This is an optimization exercise on Yosys and OpenROAD, whose aim is small area and a short achievable clock period, not a production implementation.
The RTL was checked by simulation tests, not by an equivalence proof against the original design.
Power figures rest on the tool's default switching activity, not on a simulated workload.

## mem_issue_queue
module mem_issue_queue (
    input  logic clk,
    input  logic reset,
    input  logic [1:0] i_ren_valid,
    input  logic [195:0] i_ren_entry,
    input  logic [3:0] i_ren_src_ready,
    input  logic [3:0] i_wb_valid,
    input  logic [3:0] i_wb_uses_rd,
    input  logic [23:0] i_wb_rd,
    input  logic i_recall,
    input  logic [5:0] i_new_front,
    input  logic [5:0] i_old_front,
    output logic o_stall,
    output logic [1:0] o_iss_valid,
    output logic [195:0] o_iss_entry
);
Size: ~6300 cells after synthesis, roughly 450 I/O pins, ~0.084 mm^2 of cells after synthesis.
clock: 7.5 ns
lec_check: 0
cap_margin: 20
core_margin: 2
core_utilization: 40
setup_slack_margin: 3.8
slew_margin: 20
synth_hierarchical: 1
standard.sh (not shown) runs the stock make flow with config.mk's settings and CLKGATE_MAP_FILE= SYNTH_SCRIPT=/design/flow/synth_recipe.tcl, a recipe that flattens the netlist after the stock synthesis.
==> flow/flow/run.sh <==
#!/bin/bash
# The standard layout, with plain buffers (buf_2) on the ports instead of the
# delay cells buffer_ports picks on its own. make's output goes to make.log.
set -euo pipefail
bash standard.sh 'BUFFER_PORTS_ARGS=-buffer_cell sky130_fd_sc_hd__buf_2' finish > make.log 2>&1
The baseline went through all stages and came out clean.
Then changed:
--- a/flow/design.v
+++ b/flow/design.v
@@ -179,18 +179,55 @@
     logic [3:0] rec_front;
     always_comb begin
         rec_front = '0;
         for (int i = 0; i < N; i++) begin
             rec_front = rec_front | ({4{start[i]}} & 4'(i));
         end
     end
+    logic [N/2-1:0] rsel_e;
+    logic [N/2-1:0] rsel_o;
     logic h0;
     logic h1;
-    assign h0 = valid[back] && rdy1[back] && rdy2[back] && !fl[back];
-    assign h1 = h0 && valid[back1] && rdy1[back1] && rdy2[back1] && !fl[back1];
+    logic [N-1:0] bo;
+    always_comb begin
+        for (int k = 0; k < N / 2; k++) begin
+            bo[2*k] = rsel_o[k] & !back[0];
+            bo[2*k+1] = rsel_o[k] & back[0];
+        end
+    end
+    logic [5:0] tag_b0;
+    logic [5:0] tag_b1;
+    logic inr_b0;
+    logic inr_b1;
+    always_comb begin
+        tag_b0 = '0;
+        tag_b1 = '0;
+        for (int i = 0; i < N; i++) begin
+            tag_b0 = tag_b0 | ({6{bo[i]}} & mem[i][5:0]);
+            tag_b1 = tag_b1 | ({6{bo[(i + N - 1) % N]}} & mem[i][5:0]);
+        end
+        if (wrap) begin
+            inr_b0 = ge6(tag_b0, i_new_front) || !ge6(tag_b0, i_old_front);
+            inr_b1 = ge6(tag_b1, i_new_front) || !ge6(tag_b1, i_old_front);
+        end else begin
+            inr_b0 = ge6(tag_b0, i_new_front) && !ge6(tag_b0, i_old_front);
+            inr_b1 = ge6(tag_b1, i_new_front) && !ge6(tag_b1, i_old_front);
+        end
+    end
+    assign h0 = valid[back] && rdy1[back] && rdy2[back] && !(i_recall && inr_b0);
+    assign h1 = h0 && valid[back1] && rdy1[back1] && rdy2[back1] && !(i_recall && inr_b1);
+    logic [N-1:0] go;
+    logic [N-1:0] iss_clr;
+    always_comb begin
+        go = valid & rdy1 & rdy2 & ~fl;
+        for (int i = 0; i < N; i++) begin
+            iss_clr[i] = (bo[i] & go[i]) |
+                         (bo[(i + N - 1) % N] & go[(i + N - 1) % N] & go[i]);
+        end
+    end
     always_ff @(posedge clk) begin
         for (int i = 0; i < N; i++) begin
             if (wen[i]) begin
                 mem[i] <= i[0] ? d_o : d_e;
             end
         end
     end
@@ -264,27 +301,25 @@
             back <= '0;
             c15 <= 1'b0;
             c14 <= 1'b0;
             o_iss_valid <= '0;
         end else begin
             for (int i = 0; i < N; i++) begin
                 valid[i] <= (valid[i] && !fl[i] &&
-                             !(h0 && (4'(i) == back)) && !(h1 && (4'(i) == back1))) ||
+                             !iss_clr[i]) ||
                             ((na1 || na2) && (4'(i) == front)) ||
                             (na2 && (4'(i) == front1));
             end
             front <= front_n;
             back <= back_n;
             c15 <= c15_n;
             c14 <= c14_n;
             o_iss_valid <= {h1, h0};
         end
     end
-    logic [N/2-1:0] rsel_e;
-    logic [N/2-1:0] rsel_o;
     logic adv_e;
     logic adv_o;
     assign adv_e = h1 | (h0 & !back[0]);
     assign adv_o = h1 | (h0 & back[0]);
     always_ff @(posedge clk) begin
         if (reset) begin
             rsel_e <= 8'd1;
Effect: The changed run ran to the end with no violations. Clock-buffer cell count grows by 20. Routed wire length grows by 3.1%. Power shrinks by 13%. Combinational power shrinks by 34%. Hold slack is better by 0.053 ns. Design area grows by 0.49%. Area after synthesis grows by 0.47%. Cell count stays flat. Clock skew grows by 0.018 ns. Via count grows by 1.1%. Sequential power shrinks by about 10%. Global-route usage grows by 0.37 points. Synthesized cell count is about the same.

afterwards: timing with drivers on the ports:
The flow's constraints put no driver on any port. The routed layouts listed below were extracted and timed again, unchanged, in two steps. Step 1: set_driving_cell puts a clkbuf_16 on clk and a buf_2 on each other input, an assumption about the parent block. Step 2 also shifts input and output timing later by t, the mid clock arrival at the registers, as if the neighbouring blocks saw the same clock. a / b / c = no drivers / after step 1 / after step 2; a / b = the first two.
| run | shift t [ns] | slack for setup (ns) | worst slew at a driven data input, ns |
|---|---|---|---|
| the first run | 0.907 | 3.440 / 3.464 / 2.556 | 0.25 |
| the second run | 0.944 | 3.677 / 3.591 / 2.838 | 0.18 |
After both steps setup and hold are still met in every run listed. For the first run, which loses most, drivers alone change the setup slack by +0.024 ns; drivers and shift together by -0.884 ns.
